This design comes from an exercise in tuning for small area, a short achievable clock period and few clock cycles on the open sky130 flow, not from production work.
Function was checked by simulation only, so behaviour that the tests miss may differ from the original.
Power figures rest on the tool's default switching activity, not on a simulated workload.

## the baseline
==> flow/design.v (excerpt) <==
module tetris_board_renderer
(
    input  logic       CLOCK_50,
    input  logic       reset,
    input  logic [9:0] i_x,
    input  logic [8:0] i_y,
    output logic [7:0] o_r,
    output logic [7:0] o_g,
    output logic [7:0] o_b,
    input  logic       bus_wr_valid,
    output logic       bus_wr_ready,
    input  logic [3:0] bus_wr_col,
    input  logic [4:0] bus_wr_row,
    input  logic [2:0] bus_wr_color,
    input  logic       bus_clr_req,
    input  logic       bus_shift_req,
    input  logic [4:0] bus_shift_row,
    output logic       bus_busy,
    output logic       bus_op_done
);
Settings: LEC_CHECK=0, ABC_AREA=1, CAP_MARGIN=20, CORE_MARGIN=2, CORE_UTILIZATION=55, PLACE_DENSITY=0.65, SETUP_SLACK_MARGIN=3.1, SLEW_MARGIN=20; clock period 5.5 ns.
standard.sh (not shown) runs the stock make flow with config.mk's settings and CLKGATE_MAP_FILE= SYNTH_SCRIPT=/design/flow/synth_recipe.tcl, a recipe that flattens the netlist after the stock synthesis.
==> flow/flow/run.sh <==
#!/bin/bash
# Layout flow: the standard flow (standard.sh, all steps, unchanged
# synthesis), except that the port buffers are inserted as
# sky130_fd_sc_hd__buf_4. The default pick is a delay cell
# (clkdlybuf4s50_1), which the footprint-matched resizer cannot later swap
# for a real buffer, so it stays on every input and output path.
# Each tool's full output goes to standard.log in the work folder.
set -euo pipefail
bash standard.sh BUFFER_PORTS_ARGS="-buffer_cell sky130_fd_sc_hd__buf_4" finish > standard.log 2>&1
The baseline finished every stage and its layout cleared the timing, DRC and antenna checks.
Testbench counts of the baseline, summed over its fixed seeds: cycles 11,597.
Here is what was changed in the inputs of the candidate compared with the baseline.
- changing SETUP_SLACK_MARGIN from 3.1 to 3.4
==> comparison <==
For the combinational share of power, the candidate came in 0.8 points higher than the baseline did. Between the candidate and the baseline, it is the candidate whose peak clock frequency supported by timing is lower, by 5.5%. The candidate vs the baseline: per-cell via count in the routed design up slightly. The final cell count of the candidate is higher than that of the baseline. From the baseline to the candidate the numbers moved as follows: wire length reported by the detailed router picked up an extra 4.8%; share of async-settable or async-resettable flops after synthesis about even. All of the candidate and the baseline finish clean. Summary: with the baseline as the reference, design area in the candidate moved up by a few percent. Between the candidate and the baseline, portion of the clock cycle consumed by the worst path in the final layout is higher for the candidate, the baseline comes in under that.

Another version of the RTL of tetris_board_renderer (not shown whole).
Size: roughly 4100 cells after synthesis, ~700 flip-flops, roughly 68 I/O pins.
Design tetris_board_renderer, start of the top module:
module tetris_board_renderer
(
    input  logic       CLOCK_50,
    input  logic       reset,
    input  logic [9:0] i_x,
    input  logic [8:0] i_y,
    output logic [7:0] o_r,
    output logic [7:0] o_g,
    output logic [7:0] o_b,
    input  logic       bus_wr_valid,
    output logic       bus_wr_ready,
    input  logic [3:0] bus_wr_col,
    input  logic [4:0] bus_wr_row,
    input  logic [2:0] bus_wr_color,
    input  logic       bus_clr_req,
    input  logic       bus_shift_req,
    input  logic [4:0] bus_shift_row,
    output logic       bus_busy,
    output logic       bus_op_done
);
Settings: LEC_CHECK=0, ABC_AREA=1, CAP_MARGIN=20, CORE_MARGIN=2, CORE_UTILIZATION=60, CTS_CLUSTER_DIAMETER=80, CTS_CLUSTER_SIZE=24, PLACE_DENSITY=0.7, SETUP_SLACK_MARGIN=3.05, SLEW_MARGIN=20; clock period 5.5 ns.
Scripts as last shown in full above: flow/flow/run.sh
The first run ran to the end with no violations.
Testbench counts at the start, summed over its fixed seeds: cycles 11,597.
Edit:
==> flow/run.sh (new file) <==
#!/bin/bash
# synth_recipe.tcl (not shown) runs the flow's synth.tcl, then flattens the netlist and writes it again
# the make line also repeats each setting of config.mk as NAME=value (left out here)
make -C /OpenROAD-flow-scripts/flow DESIGN_CONFIG=/design/flow/config.mk WORK_HOME=/design/flow/orfs CLKGATE_MAP_FILE= SYNTH_SCRIPT=/design/flow/synth_recipe.tcl finish
CORE_UTILIZATION = 65   (was 60)
CTS_CLUSTER_DIAMETER = default   (was 80)
CTS_CLUSTER_SIZE = default   (was 24)
PLACE_DENSITY = 0.72   (was 0.7)
SETUP_SLACK_MARGIN = 3.0   (was 3.05)
removed: flow/flow/run.sh
removed: flow/standard.sh
The new run finished clean.
Critical path depth increases by 3.
Setup slack gets worse by 39 ps.
Routed wire length barely changes.
Final cell count increases by about 0.7%.
Global-route usage increases by 3.5 points.
Sequential power is about the same.
Non-clock buffer count increases by 31.
Edit:
==> flow/flow/run.sh (new file) <==
#!/bin/bash
# Layout flow: the standard flow (standard.sh, all steps, unchanged
# synthesis), except that the port buffers are inserted as
# sky130_fd_sc_hd__buf_4. The default pick is a delay cell
# (clkdlybuf4s50_1), which the footprint-matched resizer cannot later swap
# for a real buffer, so it stays on every input and output path.
# Each tool's full output goes to standard.log in the work folder.
set -euo pipefail
bash standard.sh BUFFER_PORTS_ARGS="-buffer_cell sky130_fd_sc_hd__buf_4" finish > standard.log 2>&1
==> flow/standard.sh (new file) <==
#!/bin/bash
# synth_recipe.tcl (not shown) runs the flow's synth.tcl, then flattens the netlist and writes it again
# the make line also repeats each setting of config.mk as NAME=value (left out here)
make -C /OpenROAD-flow-scripts/flow DESIGN_CONFIG=/design/flow/config.mk WORK_HOME=/design/flow/orfs CLKGATE_MAP_FILE= SYNTH_SCRIPT=/design/flow/synth_recipe.tcl "${@:-finish}"
ABC_AREA = 0   (was 1)
CORE_UTILIZATION = 60   (was 65)
CTS_CLUSTER_DIAMETER = 80   (was default)
CTS_CLUSTER_SIZE = 24   (was default)
PLACE_DENSITY = 0.7   (was 0.72)
SETUP_SLACK_MARGIN = 3.2   (was 3.0)
removed: flow/run.sh
Effect:
- The changed run finished clean
- cell area hardly moves
- via count is lower by roughly a tenth
- area after synthesis is higher by a few percent
- routed wire length is higher by about a fifth
Edit:
ABC_AREA = 1   (was 0)
SETUP_SLACK_MARGIN = 3.3   (was 3.2)
=> The new run completed with no timing, DRC or antenna violations. Final cell count came out higher by 43%. Via count went up by 11%. Count of clock-buffer cells in the layout goes down by 2. Sequential share of layout area goes up by 1.5 points. Routed wire length decreases by 13%. Hold slack loses 5.2 ps. Die area shrinks by 2.4%. First-iteration DRC count shrinks by 12%. Fmax grows by 22%. Core utilization falls by 0.41 points. Global-route usage fell by 5.4 points.

tetris_board_renderer again, from the RTL that the note above started with.
Design tetris_board_renderer, start of the top module:
module tetris_board_renderer
(
    input  logic       CLOCK_50,
    input  logic       reset,
    input  logic [9:0] i_x,
    input  logic [8:0] i_y,
    output logic [7:0] o_r,
    output logic [7:0] o_g,
    output logic [7:0] o_b,
    input  logic       bus_wr_valid,
    output logic       bus_wr_ready,
    input  logic [3:0] bus_wr_col,
    input  logic [4:0] bus_wr_row,
    input  logic [2:0] bus_wr_color,
    input  logic       bus_clr_req,
    input  logic       bus_shift_req,
    input  logic [4:0] bus_shift_row,
    output logic       bus_busy,
    output logic       bus_op_done
);
Settings: LEC_CHECK=0, ABC_AREA=1, CAP_MARGIN=20, CORE_MARGIN=2, CORE_UTILIZATION=60, CTS_CLUSTER_DIAMETER=80, CTS_CLUSTER_SIZE=24, PLACE_DENSITY=0.8, SETUP_SLACK_MARGIN=3.2, SLEW_MARGIN=20; clock period 5.5 ns.
==> flow/flow/run.sh <==
#!/bin/bash
# Layout flow: the standard flow (standard.sh, all steps, unchanged
# synthesis), except that the port buffers are inserted as
# sky130_fd_sc_hd__buf_4. The default pick is a delay cell
# (clkdlybuf4s50_1), which the footprint-matched resizer cannot later swap
# for a real buffer, so it stays on every input and output path.
# Each tool's full output goes to standard.log in the work folder.
set -euo pipefail
bash standard.sh BUFFER_PORTS_ARGS="-buffer_cell sky130_fd_sc_hd__buf_4" finish > standard.log 2>&1
The baseline passed the timing, DRC and antenna checks.
Testbench counts at the start, summed over its fixed seeds: cycles 11,597.
Next try:
==> flow/run.sh (new file) <==
#!/bin/bash
# synth_recipe.tcl (not shown) runs the flow's synth.tcl, then flattens the netlist and writes it again
# the make line also repeats each setting of config.mk as NAME=value (left out here)
make -C /OpenROAD-flow-scripts/flow DESIGN_CONFIG=/design/flow/config.mk WORK_HOME=/design/flow/orfs CLKGATE_MAP_FILE= SYNTH_SCRIPT=/design/flow/synth_recipe.tcl finish
--- a/flow/config.mk
+++ b/flow/config.mk
@@ -11,5 +11,3 @@
-export CORE_UTILIZATION = 60
-export CTS_CLUSTER_DIAMETER = 80
-export CTS_CLUSTER_SIZE = 24
-export PLACE_DENSITY = 0.8
-export SETUP_SLACK_MARGIN = 3.2
+export CORE_UTILIZATION = 55
+export PLACE_DENSITY = 0.65
+export SETUP_SLACK_MARGIN = 2.0
removed: flow/flow/run.sh
removed: flow/standard.sh
Outcome:
- combinational power is lower by about 3%
- synthesized cell count is unchanged
- synthesized area stays the same
- utilization went down by 5.0 points
- clock power is higher by 66%
- die area rises by 8.9%
- final area goes up by 0.98%
- routed wire length goes up by 0.75%
- final cell count rises by 2.1%
Next try:
--- a/flow/config.mk
+++ b/flow/config.mk
@@ -11,0 +12,2 @@
+export CTS_CLUSTER_DIAMETER = 80
+export CTS_CLUSTER_SIZE = 24
@@ -13 +15 @@
-export SETUP_SLACK_MARGIN = 2.0
+export SETUP_SLACK_MARGIN = 3.0
Result:
- die area stays the same
- via count goes up by 1.4%
- global-route usage rose by 0.98 points
- routed wire length increases by 3.1%
- area after synthesis is unchanged
- final cell count went down by about 0.3%
Next try:
--- a/flow/config.mk
+++ b/flow/config.mk
@@ -11,5 +11,2 @@
-export CORE_UTILIZATION = 55
-export CTS_CLUSTER_DIAMETER = 80
-export CTS_CLUSTER_SIZE = 24
-export PLACE_DENSITY = 0.65
-export SETUP_SLACK_MARGIN = 3.0
+export CORE_UTILIZATION = 40
+export SETUP_SLACK_MARGIN = 3.3
What happened: The new run finished with timing, DRC and antenna clean; via count rises by a few percent; worst hold slack improves by 0.020 ns; global-route usage falls by 7.8 points; sequential share of layout area falls by 4.1 points; sequential power hardly moves; maximum frequency rises by a few percent.
Next try:
==> flow/flow/run.sh (new file) <==
#!/bin/bash
# Layout flow: the standard flow (standard.sh, all steps, unchanged
# synthesis), except that the port buffers are inserted as
# sky130_fd_sc_hd__buf_4. The default pick is a delay cell
# (clkdlybuf4s50_1), which the footprint-matched resizer cannot later swap
# for a real buffer, so it stays on every input and output path.
# Each tool's full output goes to standard.log in the work folder.
set -euo pipefail
bash standard.sh BUFFER_PORTS_ARGS="-buffer_cell sky130_fd_sc_hd__buf_4" finish > standard.log 2>&1
==> flow/standard.sh (new file) <==
#!/bin/bash
# synth_recipe.tcl (not shown) runs the flow's synth.tcl, then flattens the netlist and writes it again
# the make line also repeats each setting of config.mk as NAME=value (left out here)
make -C /OpenROAD-flow-scripts/flow DESIGN_CONFIG=/design/flow/config.mk WORK_HOME=/design/flow/orfs CLKGATE_MAP_FILE= SYNTH_SCRIPT=/design/flow/synth_recipe.tcl "${@:-finish}"
--- a/flow/config.mk
+++ b/flow/config.mk
@@ -11,2 +11,5 @@
-export CORE_UTILIZATION = 40
-export SETUP_SLACK_MARGIN = 3.3
+export CORE_UTILIZATION = 60
+export CTS_CLUSTER_DIAMETER = 80
+export CTS_CLUSTER_SIZE = 24
+export PLACE_DENSITY = 0.7
+export SETUP_SLACK_MARGIN = 3.2
removed: flow/run.sh
Non-clock buffer count shrinks by 60.
Via count shrinks by 3.5%.
Die area shrinks by 33%.
Worst hold slack is worse by 0.012 ns.
Next try:
--- a/flow/config.mk
+++ b/flow/config.mk
@@ -12,2 +12,2 @@
-export CTS_CLUSTER_DIAMETER = 80
-export CTS_CLUSTER_SIZE = 24
+export CTS_CLUSTER_DIAMETER = 90
+export CTS_CLUSTER_SIZE = 30
=> The new run completed with no timing, DRC or antenna violations; cell count stays flat; fmax goes down by about 0.8%; cell area goes down by 0.97%; clock-buffer cell count goes down by 14; setup slack degrades by 0.020 ns; synthesized area does not change; via count goes down by about 0.3%; sequential cell count is unchanged; first-iteration DRC count goes down by about 2.5%.

==> what the ideal ports hide <==
The flow's constraints put no driver on any port. The routed layouts listed below were extracted and timed again, unchanged, in two steps.
Step 1 (the two cells are an assumption about what drives the block):
set clk [get_ports {CLOCK_50}]
set_driving_cell -lib_cell sky130_fd_sc_hd__clkbuf_16 $clk
set_driving_cell -lib_cell sky130_fd_sc_hd__buf_2 [delete_from_list [all_inputs] $clk]
Step 2, shift: input delay + t, output delay - t, t = (earliest + latest rising clock arrival at the registers) / 2. This alone moves slack from input paths to output paths.
Three values: ideal ports, drivers, drivers and shift; two values: the first two.
run	shift t [ns]	setup WS [ns]	worst slew at a driven data input, ns
the baseline	0.678	3.080 / 3.092 / 2.414	0.13
the candidate	0.678	2.939 / 2.959 / 2.281	0.09
the first run of note 2	0.672	3.032 / 3.032 / 2.535	0.04
the second run of note 2	0.683	2.994 / 3.004 / 2.336	0.04
the third run of note 2	0.672	2.558 / 2.558 / 2.479	0.06
the fourth run of note 2	0.667	3.092 / 3.092 / 2.756	0.05
the first run of note 3	0.659	3.063 / 3.063 / 2.586	0.05
the second run of note 3	0.678	2.052 / 2.052 / 1.726	0.05
the third run of note 3	0.687	2.965 / 2.965 / 2.408	0.05
the fourth run of note 3	0.694	3.106 / 3.101 / 2.673	0.03
the fifth run of note 3	0.665	3.131 / 3.131 / 2.621	0.06
the sixth run of note 3	0.653	3.111 / 3.111 / 2.614	0.06
After both steps every run listed still meets setup and hold. For the baseline, which loses most, drivers alone change the setup slack by +0.012 ns; drivers and shift together by -0.666 ns.
